This is an optimization exercise on Yosys and OpenROAD, whose aim is small area, a short achievable clock period and few clock cycles, not a production implementation.
Function was checked by simulation only, so behaviour that the tests miss may differ from the original.

==> flow/design.v, too long to show whole: its modules and the start of the top module <==
// module tpu_top: 3591 lines
module tpu_top (
    input  logic           clk,
    input  logic           rst,
    input  logic           start,
    input  logic [31:0]    act_data,
    input  logic [31:0]    weight_data,
    output logic           done,
    output logic           output_valid,
    output logic [511:0]   result
);
  // ...
==> flow/flow/run.sh <==
#!/bin/bash
# The standard layout, with two changes to how it is made:
# - timing repair aims below the 10 ns clock period (repair_timing -setup_margin), so that the
#   layout's achieved period is as short as it can be;
# - ports are buffered with buf_2 cells (buffer_ports -buffer_cell) instead of the delay cells
#   buffer_ports picks by itself.
set -euo pipefail
bash standard.sh SETUP_SLACK_MARGIN=6.8 "BUFFER_PORTS_ARGS=-buffer_cell sky130_fd_sc_hd__buf_2" finish > make_finish.log 2>&1
==> flow/standard.sh <==
#!/bin/bash
# synth_recipe.tcl (not shown) runs the flow's synth.tcl, then flattens the netlist and writes it again
# the make line also repeats each setting of config.mk as NAME=value (left out here)
make -C /OpenROAD-flow-scripts/flow DESIGN_CONFIG=/design/flow/config.mk WORK_HOME=/design/flow/orfs CLKGATE_MAP_FILE= SYNTH_SCRIPT=/design/flow/synth_recipe.tcl "${@:-finish}"
==> flow/config.mk <==
export PLATFORM = sky130hd
export DESIGN_NAME = tpu_top
export DESIGN_NICKNAME = tpu_top
export VERILOG_FILES = /design/flow/design.v
export SDC_FILE = /design/flow/constraint.sdc
export NUM_CORES = 4
export LEC_CHECK = 0
export CAP_MARGIN = 20
export CORE_MARGIN = 2
export CORE_UTILIZATION = 40
export SLEW_MARGIN = 20
==> flow/constraint.sdc <==
create_clock -name core_clock -period 10.0 [get_ports {clk}]
set_input_delay 2.0000 -clock core_clock [delete_from_list [all_inputs] [get_ports {clk}]]
set_output_delay 2.0000 -clock core_clock [all_outputs]
set_load 0.01 [all_outputs]
==> impl_metrics.tcl, run 1 <==
set metrics [dict create \
    setup-tns-final_ns 0 \
    grt_pass1_vias 34200 \
    crit_top_cell "fa_2" \
    crit_path_start "b_q[11]" \
    maxCapViolCount 0 \
    flops_and_latches 738 \
    synth_area_leader_cell "edfxtp_1" \
    fillers 10300 \
    min_period_ns 3.37 \
    cts_setup_buffers 177 \
    use_met2_pct 38.9 \
    yosys_warnings 1 \
    crit_type "flop to flop" \
    clk_pin_slew_worst_paths_ns 0.07 \
    drv_slew 0 \
    drt_iter0_drc 3599 \
    synth.area.mux_share_pct 0.0624 \
    r2r_end "pq[105]" \
    yosys_register_bits 738 \
    grt_pass1_wl_mm 225 \
    synthAdderAreaFrac_pct 24.7 \
    fmax_mhz 297 \
    post-place-cells 5939 \
    drt-total-wl_mm 165 \
    avgSynthCellArea_sq_um 11.4 \
    fin_nets 5510 \
    buf_share_pct 14.6 \
    synth_top_area_share_pct 25.0 \
    layout_commonest_cell "inv_1" \
    syn_inst 4223 \
    seq_area_share_pct 31.0 \
    critPathTopFamily "adder cells" \
    required_ns 10.62 \
    status "complete, no violations" \
    grt_max_degree 52 \
    htree_levels 3 \
    post-route-util_pct 51.2 \
    use_met1_pct 32.5 \
    start_util_pct 40.2 \
    stdcell_count 6476 \
]
Testbench counts, summed over its fixed seeds: cycles 3,520.
==> inputs of run 2 (changes only) <==
--- a/flow/design.v
+++ b/flow/design.v
@@ -3560,30 +3560,23 @@
     assign s1741 = pq[245] ^ c1708 ^ s1709;
     assign c1742 = (pq[245] & c1708) | (pq[245] & s1709) | (c1708 & s1709);
     assign s1743 = 1'b1 ^ s1711 ^ c1710;
     assign c1744 = (1'b1 & s1711) | (1'b1 & c1710) | (s1711 & c1710);
     assign row_c[54 +: 18] = {1'b1, c1744, c1742, c1740, c1738, c1736, c1734, c1732, c1730, c1728, c1726, c1724, c1722, c1720, c1718, c1716, c1714, s1713} + {1'b0, c1712, s1743, s1741, s1739, s1737, s1735, s1733, s1731, s1729, s1727, s1725, s1723, s1721, s1719, s1717, s1715, s1681};
     always_ff @(posedge clk) begin
         pq <= {c1680, c1678, s1679, s1677, c1676, c1674, s1675, s1673, c1672, c1670, s1671, s1669, c1668, c1666, s1667, s1665, c1664, c1662, s1663, s1661, c1660, c1658, s1659, s1657, c1656, c1654, s1655, s1653, c1652, c1650, s1651, s1649, c1648, c1646, s1647, s1645, c1644, c1642, s1643, s1641, c1640, c1638, s1639, s1637, c1636, c1634, s1635, s1633, c1632, c1630, s1557, s1631, s1629, c1628, pp1418, pp1382, s1627, c1626, pp1417, pp1381, pp1345, s1625, c1244, c1242, s1243, s1241, c1240, c1238, s1239, s1237, c1236, c1234, s1235, s1233, c1232, c1230, s1231, s1229, c1228, c1226, s1227, s1225, c1224, c1222, s1223, s1221, c1220, c1218, s1219, s1217, c1216, c1214, s1215, s1213, c1212, c1210, s1211, s1209, c1208, c1206, s1207, s1205, c1204, c1202, s1203, s1201, c1200, c1198, s1199, s1197, c1196, c1194, s1121, s1195, s1193, c1192, pp982, pp946, s1191, c1190, pp981, pp945, pp909, s1189, c808, c806, s807, s805, c804, c802, s803, s801, c800, c798, s799, s797, c796, c794, s795, s793, c792, c790, s791, s789, c788, c786, s787, s785, c784, c782, s783, s781, c780, c778, s779, s777, c776, c774, s775, s773, c772, c770, s771, s769, c768, c766, s767, s765, c764, c762, s763, s761, c760, c758, s685, s759, s757, c756, pp546, pp510, s755, c754, pp545, pp509, pp473, s753, c372, c370, s371, s369, c368, c366, s367, s365, c364, c362, s363, s361, c360, c358, s359, s357, c356, c354, s355, s353, c352, c350, s351, s349, c348, c346, s347, s345, c344, c342, s343, s341, c340, c338, s339, s337, c336, c334, s335, s333, c332, c330, s331, s329, c328, c326, s327, s325, c324, c322, s249, s323, s321, c320, pp110, pp74, s319, c318, pp109, pp73, pp37, s317};
     end
+    wire shift = |wr;
     always_ff @(posedge clk) begin
-        for (int r = 0; r < 4; r++) begin
-            if (wr[r]) res_q[(r*4+0)*EW +: EW] <= row_c[0*RW +: EW];
-            if (wr[r]) res_q[(r*4+1)*EW +: EW] <= row_c[1*RW +: EW];
-            if (wr[r]) res_q[(r*4+2)*EW +: EW] <= row_c[2*RW +: EW];
-            if (wr[r]) res_q[(r*4+3)*EW +: EW] <= row_c[3*RW +: EW];
+        if (shift) begin
+            res_q <= {row_c[54 +: EW], row_c[36 +: EW], row_c[18 +: EW], row_c[0 +: EW], res_q[16*EW-1:4*EW]};
+            sgn_q <= {row_c[71], row_c[53], row_c[35], row_c[17], sgn_q[15:4]};
         end
-    end
-    always_ff @(posedge clk) begin
-        for (int r = 0; r < 4; r++)
-            for (int j = 0; j < 4; j++) begin
-                if (wr[r]) sgn_q[r*4+j] <= row_c[j*RW + RW-1];
-                sgn_o[r*4+j] <= accept ? 1'b0 : wr[r] ? row_c[j*RW + RW-1] : sgn_q[r*4+j];
-            end
+        sgn_o <= accept ? 16'd0 : shift ? {row_c[71], row_c[53], row_c[35], row_c[17], sgn_q[15:4]} : sgn_q;
     end
     always_comb begin
         for (int e = 0; e < 16; e++) begin
             result[e*32 +: EW] = res_q[e*EW +: EW];
             result[e*32 + EW +: 32-EW] = {(32-EW){sgn_o[e]}};
         end
     end
     assign done         = done_q;
==> flow/flow/run.sh (replaced) <==
#!/bin/bash
# The standard layout, with two changes to how it is made:
# - timing repair aims below the 10 ns clock period (repair_timing -setup_margin), so that the
#   layout's achieved period is as short as it can be;
# - ports are buffered with buf_2 cells (buffer_ports -buffer_cell) instead of the delay cells
#   buffer_ports picks by itself.
set -euo pipefail
bash standard.sh SETUP_SLACK_MARGIN=6.5 "BUFFER_PORTS_ARGS=-buffer_cell sky130_fd_sc_hd__buf_2" finish > make_finish.log 2>&1
==> run 2 against run 1 <==
  * Utilization is 5.6 points lower
  * Via count is 7.8% lower
  * Worst hold slack worse by 0.021 ns
  * Worst setup slack worse by 0.061 ns
  * Fmax is 1.8% lower
  * Synthesized cell count hardly changed
  * Routed wire length is 11% lower
  * Critical path type unchanged
==> impl_metrics.tcl, run 2 <==
set metrics [dict create \
    status "complete, no violations" \
    yosys_register_bits 738 \
    rows 127 \
    drt_iter0_drc 3105 \
    reg2reg_depth 8 \
    maxSlewHeadroom_pct 20.6 \
    synth_top_family_by_area "adder cells" \
    drt_pass1_iterations 6 \
    cp_data_arrival_time_ns 3.95 \
    yosysMostFrequentCell "inv_1" \
    hold_viol_final 0 \
    htree_levels 3 \
    synth_fp_nets 4941 \
    async_reset_ff_share_pct 0 \
    overflow 0 \
    wl_per_cell_um 23.8 \
    drt-total-wl_mm 146 \
    crit_path_start "bt[9]" \
    synth-simple-area-share_pct 2.87 \
    grt_pass1_vias 32100 \
    layout_commonest_cell "inv_1" \
    required_ns 10.52 \
    largest_reg_flops 272 \
    area_delta_synth_final_pct 13.4 \
    final.setup_skew_ns 0.0471 \
    syn_inst 4220 \
    fp.dieW_um 351 \
    clock-sinks 738 \
    ys_top_cells_by_count "inv_1 (685), fa_1 (496), xnor2_1 (495)" \
    grt_max_degree 109 \
    design.die.area_sq_um 123000 \
    r2r_start "bt[9]" \
    synth_top_area_share_pct 25.0 \
    clockRootBuffer "clkbuf_16" \
    post-route-util_pct 45.6 \
    r2r_end "pq[163]" \
    io_buffers 580 \
    avgSynthCellArea_sq_um 11.4 \
    gp_congestion 0.901 \
    top_regs "res_q x272, pq x248, b_q x128" \
    tightest_slew_ns 1.19 \
    busiest_layer "met2" \
    ys.flop_type "edfxtp_1" \
    clock_path_buffers 3 \
    top_register "res_q" \
    dieHeight_um 351 \
    netlist_top_cells_area "edfxtp_1 (25%), fa_1 (21%), dfxtp_1 (14%)" \
    insertion_delay_ns 0.69 \
    synth_compound_area_share_pct 10.2 \
    endpoint "pq[163]" \
    dp_hpwl_mm 98.0 \
    critPathTopFamily "adder cells" \
    antenna_left 0 \
    cp_cell_sequence "buf_4 -> a22oi_1 -> xnor2_1 -> fa_1 -> fa_1 -> fa_1 -> inv_1 -> fa_1" \
    use_met1_pct 30.1 \
    grtUsageMet3_pct 6.13 \
    drv_slew 0 \
    synth-seq-area-share_pct 39.0 \
    vias 31900 \
    grt_pass1_wl_mm 210 \
    maxCapViolCount 0 \
    holdBufCountCts 0 \
    use_met2_pct 35.7 \
    start_util_pct 40.2 \
    route.detailed.drc 0 \
    crit_type "flop to flop" \
    crit_top_cell "fa_1" \
    synth.area.mux_share_pct 0.0858 \
    drive_gt1_share_pct 20.8 \
    fin_nets 5175 \
    synth_edf_count 400 \
    cts_tree "built" \
    setup-tns-final_ns 0 \
    rrSetupSlack_ns 6.57 \
    ios 581 \
    dpl_worst_slack_ns 5.50 \
    via_per_inst 5.19 \
    min_path_type "flop to flop" \
    period_share_pct 34.3 \
    cts_buffers 90 \
    crit_path_max_fanout 32 \
    slowest_stage "fa_1" \
    antenna_found_initial 8 \
    cp.depth 8 \
    setup_viol 0 \
    clk_pin_slew_worst_paths_ns 0.06 \
    min_period_ns 3.43 \
    fmax_mhz 292 \
    yosys_warnings 1 \
    track_usage_pct 23.1 \
    cp_slowest_stage_delay_ns 0.54 \
    synthXorXnorAreaFrac_pct 11.6 \
    path_buf_inv 2 \
    rsz0062_at_grt "true" \
    synthAdderAreaFrac_pct 24.7 \
    cp-start-kind "flop" \
    post_synth_num_cell_types 66 \
    synth_area_leader_cell "edfxtp_1" \
    setup_ws_ns 6.57 \
    mostFrequentLayoutCells "inv_1 (679), buf_2 (580), xnor2_1 (493)" \
    endpoint_kind "flop" \
    syn_area_sq_um 48100 \
    coreArea_sq_um 120000 \
]
run 2: cell types whose count changed after synthesis, moves of 5 or more:
cell,delta
nand4_1,-6
a31oi_1,-6
inv_1,+15
nand2b_1,+6
o21ai_0,-22
a211o_1,+5
and2_1,+16
nor2_1,+8
nand3_1,-7
run 2: worst min-delay path by stage:
stage,start,end,depth (start not counted),slack (ns)
finish,res_q[244],res_q[176],0,0.43
global route,res_q[68],res_q[0],0,0.44
CTS,res_q[68],res_q[0],0,0.43
detailed placement,res_q[158],res_q[90],0,0.43
global placement,res_q[151],res_q[83],0,0.42
floorplan,sgn_q[0],sgn_q[0],2,0.41
run 2: cell families after synthesis:
logic type,count (synthesis)
compound gates,686
xor+xnor,637
fa+ha+maj,654
buf+inv,1211
flops,738
mux,4
simple gates,290
run 2: metrics by stage:
| step | hold WS, ns | cell area [sq um] | std cells |
|---|---|---|---|
| floorplan | 0.411 | 48100 | 4220 |
| global placement | 0.423 | 50600 | 5941 |
| detailed placement | 0.426 | 50600 | 5941 |
| CTS | 0.432 | 54000 | 6115 |
| global route | 0.440 | 54600 | 6142 |
| finish | 0.426 | 54600 | 6142 |
run 2: worst register-to-register path, stage by stage (launching register included):
cell and delay, ns:
dfxtp_2 0.31, buf_4 0.48, a22oi_1 0.23, xnor2_1 0.19, fa_1 0.48, fa_1 0.54, fa_1 0.54, inv_1 0.05
fa_1 0.46
run 2: repair_timing:
| action | in CTS | in global routing |
|---|---|---|
| cloned | 1 | 0 |
| resized for setup | 77 | 77 |
| pin swaps | 12 | 31 |
| hold endpoints to repair | 0 | 0 |
| setup buffers | 6 | 26 |
| setup endpoints to repair | 308 | 140 |
run 2: metal layers:
| layer | share of wire, % | vias to the layer above |
|---|---|---|
| li1 | - | 13900 |
| met4 | 5.5 | 8 |
| met1 | 40 | 15800 |
| met2 | 44 | 1770 |
| met5 | 0.028 | - |
| met3 | 10 | 409 |
run 2: final cells by class:
cell class / count / area [sq um]
clock buffer: 113 / 2450
inverter: 692 / 2630
tap: 1612 / 2020
multi-input combinational: 2271 / 24200
timing repair buffer: 661 / 3810
clock inverter: 54 / 566
fill: 11100 / 65100
sequential: 738 / 18900
antenna: 1 / 2.50
Testbench counts of run 2, summed over its fixed seeds: cycles 3,520.

-- what the ideal ports hide --
The results above use ideal ports. As a check the final layouts listed here were re-extracted and re-timed, cells and wires unchanged.
Step 1 sets driving cells, clkbuf_16 on the clock port and buf_2 on the other inputs (assumed; they add their load-dependent delay and slew).
Step 2 also shifts input and output timing later by t, the mid clock arrival at the registers, as if the neighbouring blocks saw the same clock.
Slacks: ideal / step 1 / step 2; pairs: ideal / step 1.
run | shift t [ns] | setup WS [ns] | hold WS [ns] | worst setup path at the end | pins driven straight from the clock port
run 1 | 0.740 | 6.631 / 6.620 / 6.500 | 0.447 / 0.447 / 0.447 | input to register | 1
run 2 | 0.742 | 6.569 / 6.543 / 6.485 | 0.426 / 0.426 / 0.426 | input to register | 1
After both steps setup and hold are still met in every run listed. The setup slack of run 1, which loses most, moves by -0.011 ns with the drivers and by -0.131 ns with both steps.
